What follows belongs to an exercise in optimizing a design on an open flow for small area; a production flow would make more cautious choices. Only simulation tests tie the RTL to the original design; equivalence was not proved. Power and IR drop assume default switching activity.

## alpha
==> flow/design.v <==
module level_loader #(
  parameter int N_GROUND = 16,
  parameter int N_FENCE  = 16,
  parameter int N_SPIKE  = 6
) (
  input  logic                      Clk,
  input  logic                      reset_n,
  input  logic                      load_req,
  input  logic [2:0]                level_id,
  input  logic                      frame_start,
  output logic                      rom_en,
  output logic [8:0]                rom_addr,
  input  logic [28:0]               rom_data,
  output logic                      busy,
  output logic                      done,
  output logic [N_GROUND-1:0][28:0] info_ground,
  output logic [N_FENCE-1:0][28:0]  info_fence,
  output logic [N_SPIKE-1:0][20:0]  info_spince,
  output logic [1:0][9:0]           info_exit
);
  localparam int FENCE_BASE = N_GROUND;
  localparam int SPIKE_BASE = N_GROUND + N_FENCE;
  localparam int EXIT_BASE  = SPIKE_BASE + N_SPIKE;
  localparam logic [5:0] LAST_WORD = 6'(EXIT_BASE + 1);
  typedef enum logic [1:0] {IDLE, READ, DRAIN, PEND} state_t;
  state_t     state_q;
  logic [5:0] cnt_q;
  logic [2:0] id_q;
  logic       done_q;
  logic       pend_n_q;    
  logic       blank_q;     
  logic sg_q, sf_q, ss_q, se_q;
  logic sg_n_q, sf_n_q, ss_n_q, se_n_q;
  logic commit, commit_n;
  logic [28:0] din_n;
  logic [N_GROUND-1:0][28:0] sh_ground_q;
  logic [N_FENCE-1:0][28:0]  sh_fence_q;
  logic [N_SPIKE-1:0][20:0]  sh_spike_q;
  logic [1:0][9:0]           sh_exit_q;
  logic [N_GROUND-1:0][28:0] info_ground_q;
  logic [N_FENCE-1:0][28:0]  info_fence_q;
  logic [N_SPIKE-1:0][20:0]  info_spike_q;
  logic [1:0][9:0]           info_exit_q;
  wire reading = (state_q == READ);
  assign commit   = (state_q == PEND) & frame_start;
  assign commit_n = pend_n_q | ~frame_start;
  assign din_n    = ~rom_data;
  always_ff @(posedge Clk or negedge reset_n) begin
    if (!reset_n) begin
      state_q  <= IDLE;
      cnt_q    <= '0;
      id_q     <= '0;
      done_q   <= 1'b0;
      pend_n_q <= 1'b1;
      blank_q  <= 1'b1;
      sg_q     <= 1'b0;
      sf_q     <= 1'b0;
      ss_q     <= 1'b0;
      se_q     <= 1'b0;
      sg_n_q   <= 1'b1;
      sf_n_q   <= 1'b1;
      ss_n_q   <= 1'b1;
      se_n_q   <= 1'b1;
    end else begin
      done_q <= commit;
      if (commit) blank_q <= 1'b0;
      sg_q   <= reading && (cnt_q < 6'(FENCE_BASE));
      sf_q   <= reading && (cnt_q >= 6'(FENCE_BASE)) && (cnt_q < 6'(SPIKE_BASE));
      ss_q   <= reading && (cnt_q >= 6'(SPIKE_BASE)) && (cnt_q < 6'(EXIT_BASE));
      se_q   <= reading && (cnt_q >= 6'(EXIT_BASE));
      sg_n_q <= !(reading && (cnt_q < 6'(FENCE_BASE)));
      sf_n_q <= !(reading && (cnt_q >= 6'(FENCE_BASE)) && (cnt_q < 6'(SPIKE_BASE)));
      ss_n_q <= !(reading && (cnt_q >= 6'(SPIKE_BASE)) && (cnt_q < 6'(EXIT_BASE)));
      se_n_q <= !(reading && (cnt_q >= 6'(EXIT_BASE)));
      case (state_q)
        IDLE: if (load_req) begin
          id_q    <= level_id;
          cnt_q   <= 6'd0;
          state_q <= READ;
        end
        READ: begin
          if (cnt_q == LAST_WORD) state_q <= DRAIN;
          else                    cnt_q   <= cnt_q + 6'd1;
        end
        DRAIN: begin
          state_q  <= PEND;
          pend_n_q <= 1'b0;
        end
        PEND: if (frame_start) begin
          state_q  <= IDLE;
          pend_n_q <= 1'b1;
        end
        default: state_q <= IDLE;
      endcase
    end
  end
  always_ff @(posedge Clk) begin
    for (int i = 0; i < N_GROUND; i++)
      sh_ground_q[i] <= ({29{sg_q}}   & ((i == N_GROUND-1) ? din_n : sh_ground_q[(i+1) % N_GROUND]))
                      | ({29{sg_n_q}} & sh_ground_q[i]);
    for (int i = 0; i < N_FENCE; i++)
      sh_fence_q[i]  <= ({29{sf_q}}   & ((i == N_FENCE-1) ? din_n : sh_fence_q[(i+1) % N_FENCE]))
                      | ({29{sf_n_q}} & sh_fence_q[i]);
    for (int i = 0; i < N_SPIKE; i++)
      sh_spike_q[i]  <= ({21{ss_q}}   & ((i == N_SPIKE-1) ? din_n[20:0] : sh_spike_q[(i+1) % N_SPIKE]))
                      | ({21{ss_n_q}} & sh_spike_q[i]);
    sh_exit_q[1] <= ({10{se_q}} & din_n[9:0])    | ({10{se_n_q}} & sh_exit_q[1]);
    sh_exit_q[0] <= ({10{se_q}} & sh_exit_q[1])  | ({10{se_n_q}} & sh_exit_q[0]);
  end
  always_ff @(posedge Clk) begin
    info_ground_q <= ({N_GROUND*29{commit}} & sh_ground_q)
                   | ({N_GROUND*29{commit_n}} & info_ground_q);
    info_fence_q  <= ({N_FENCE*29{commit}} & sh_fence_q)
                   | ({N_FENCE*29{commit_n}} & info_fence_q);
    info_spike_q  <= ({N_SPIKE*21{commit}} & sh_spike_q)
                   | ({N_SPIKE*21{commit_n}} & info_spike_q);
    info_exit_q   <= ({20{commit}} & sh_exit_q)
                   | ({20{commit_n}} & info_exit_q);
  end
  assign rom_en      = reading;
  assign rom_addr    = {id_q, cnt_q};
  assign busy        = (state_q != IDLE);
  assign done        = done_q;
  assign info_ground = ~(info_ground_q | {N_GROUND*29{blank_q}});
  assign info_fence  = ~(info_fence_q  | {N_FENCE*29{blank_q}});
  assign info_spince = ~(info_spike_q  | {N_SPIKE*21{blank_q}});
  assign info_exit   = ~(info_exit_q   | {20{blank_q}});
endmodule
clock: 5.0 ns
lec_check: 0
cap_margin: 20
core_margin: 2
core_utilization: 65
cts_buf_list: sky130_fd_sc_hd__clkbuf_4 sky130_fd_sc_hd__clkbuf_8
slew_margin: 20
standard.sh (not shown) runs the stock make flow with config.mk's settings and CLKGATE_MAP_FILE= SYNTH_SCRIPT=/design/flow/synth_recipe.tcl, a recipe that flattens the netlist after the stock synthesis.
==> flow/flow/run.sh <==
#!/bin/bash
# The standard ORFS layout (the standard.sh), with two changes:
#  - port buffers use the smallest buffer cell (buf_1) instead of the flow's default pick;
#  - CTS uses small clock buffers with bounded sink clusters and no dummy loads.
set -euo pipefail
export BUFFER_PORTS_ARGS="-buffer_cell sky130_fd_sc_hd__buf_1"
export CTS_ARGS="-sink_clustering_enable -repair_clock_nets -dont_use_dummy_load -buf_list {sky130_fd_sc_hd__clkbuf_4} -sink_clustering_size 10 -sink_clustering_max_diameter 50"
bash standard.sh finish > standard.log 2>&1
alpha: done, clean on timing, DRC and antenna
Inputs modified between alpha and beta:
--- a/flow/design.v
+++ b/flow/design.v
@@ -32,7 +32,7 @@
   logic sg_q, sf_q, ss_q, se_q;
   logic sg_n_q, sf_n_q, ss_n_q, se_n_q;
   logic commit, commit_n;
-  logic [28:0] din_n;
+  logic [28:0] din;
   logic [N_GROUND-1:0][28:0] sh_ground_q;
   logic [N_FENCE-1:0][28:0]  sh_fence_q;
   logic [N_SPIKE-1:0][20:0]  sh_spike_q;
@@ -44,7 +44,7 @@
   wire reading = (state_q == READ);
   assign commit   = (state_q == PEND) & frame_start;
   assign commit_n = pend_n_q | ~frame_start;
-  assign din_n    = ~rom_data;
+  assign din      = rom_data;
   always_ff @(posedge Clk or negedge reset_n) begin
     if (!reset_n) begin
       state_q  <= IDLE;
@@ -96,26 +96,22 @@
   end
   always_ff @(posedge Clk) begin
     for (int i = 0; i < N_GROUND; i++)
-      sh_ground_q[i] <= ({29{sg_q}}   & ((i == N_GROUND-1) ? din_n : sh_ground_q[(i+1) % N_GROUND]))
+      sh_ground_q[i] <= ({29{sg_q}}   & ((i == N_GROUND-1) ? din : sh_ground_q[(i+1) % N_GROUND]))
                       | ({29{sg_n_q}} & sh_ground_q[i]);
     for (int i = 0; i < N_FENCE; i++)
-      sh_fence_q[i]  <= ({29{sf_q}}   & ((i == N_FENCE-1) ? din_n : sh_fence_q[(i+1) % N_FENCE]))
+      sh_fence_q[i]  <= ({29{sf_q}}   & ((i == N_FENCE-1) ? din : sh_fence_q[(i+1) % N_FENCE]))
                       | ({29{sf_n_q}} & sh_fence_q[i]);
     for (int i = 0; i < N_SPIKE; i++)
-      sh_spike_q[i]  <= ({21{ss_q}}   & ((i == N_SPIKE-1) ? din_n[20:0] : sh_spike_q[(i+1) % N_SPIKE]))
+      sh_spike_q[i]  <= ({21{ss_q}}   & ((i == N_SPIKE-1) ? din[20:0] : sh_spike_q[(i+1) % N_SPIKE]))
                       | ({21{ss_n_q}} & sh_spike_q[i]);
-    sh_exit_q[1] <= ({10{se_q}} & din_n[9:0])    | ({10{se_n_q}} & sh_exit_q[1]);
+    sh_exit_q[1] <= ({10{se_q}} & din[9:0])    | ({10{se_n_q}} & sh_exit_q[1]);
     sh_exit_q[0] <= ({10{se_q}} & sh_exit_q[1])  | ({10{se_n_q}} & sh_exit_q[0]);
   end
   always_ff @(posedge Clk) begin
-    info_ground_q <= ({N_GROUND*29{commit}} & sh_ground_q)
-                   | ({N_GROUND*29{commit_n}} & info_ground_q);
-    info_fence_q  <= ({N_FENCE*29{commit}} & sh_fence_q)
-                   | ({N_FENCE*29{commit_n}} & info_fence_q);
-    info_spike_q  <= ({N_SPIKE*21{commit}} & sh_spike_q)
-                   | ({N_SPIKE*21{commit_n}} & info_spike_q);
-    info_exit_q   <= ({20{commit}} & sh_exit_q)
-                   | ({20{commit_n}} & info_exit_q);
+    info_ground_q <= ~(({N_GROUND*29{commit}} | info_ground) & ({N_GROUND*29{commit_n}} | sh_ground_q));
+    info_fence_q  <= ~(({N_FENCE*29{commit}}  | info_fence)  & ({N_FENCE*29{commit_n}}  | sh_fence_q));
+    info_spike_q  <= ~(({N_SPIKE*21{commit}}  | info_spince) & ({N_SPIKE*21{commit_n}}  | sh_spike_q));
+    info_exit_q   <= ~(({20{commit}}          | info_exit)   & ({20{commit_n}}          | sh_exit_q));
   end
   assign rom_en      = reading;
   assign rom_addr    = {id_q, cnt_q};
==> run notes <==
Relative to alpha, wire length on met3 increased by 2900 um in beta. Relative to alpha, the power density over cell area measured on beta has increased by more than 10%. Delta (beta minus alpha): total of fill cells in the finished design decreased about 1.7%; register-to-register slack picked up an extra 0.02 ns; global router's overall resource usage has increased; share of synthesized cell area in and, or, nand and nor gates moved down; post-synthesis instance area -about 4%. On multiplexer area fraction after synthesis, alpha and beta are neck and neck.

-- static timing again, ports no longer ideal --
No port has a modelled driver above. Below, the same layouts with a new extraction and two added sets of constraints. Step 1: set_driving_cell puts a clkbuf_16 on Clk and a buf_2 on each other input, an assumption about the parent block. Step 2 adds t to the input delays and takes it off the output delays; t is the mean of the earliest and latest rising clock arrival at the registers after step 1. Input paths then give back, and output paths get back, about the clock's delay inside the block. Three values: ideal ports, drivers, drivers and shift; two values: the first two.
run | t (ns) | setup slack, ns | worst setup path after step 2 | worst data-port slew with drivers (ns)
alpha | 1.259 | 0.435 / 0.351 / 1.610 | register to output | 0.24
beta | 1.309 | 0.534 / 0.460 / 1.769 | register to output | 0.25
After both steps setup and hold are still met in every run listed.
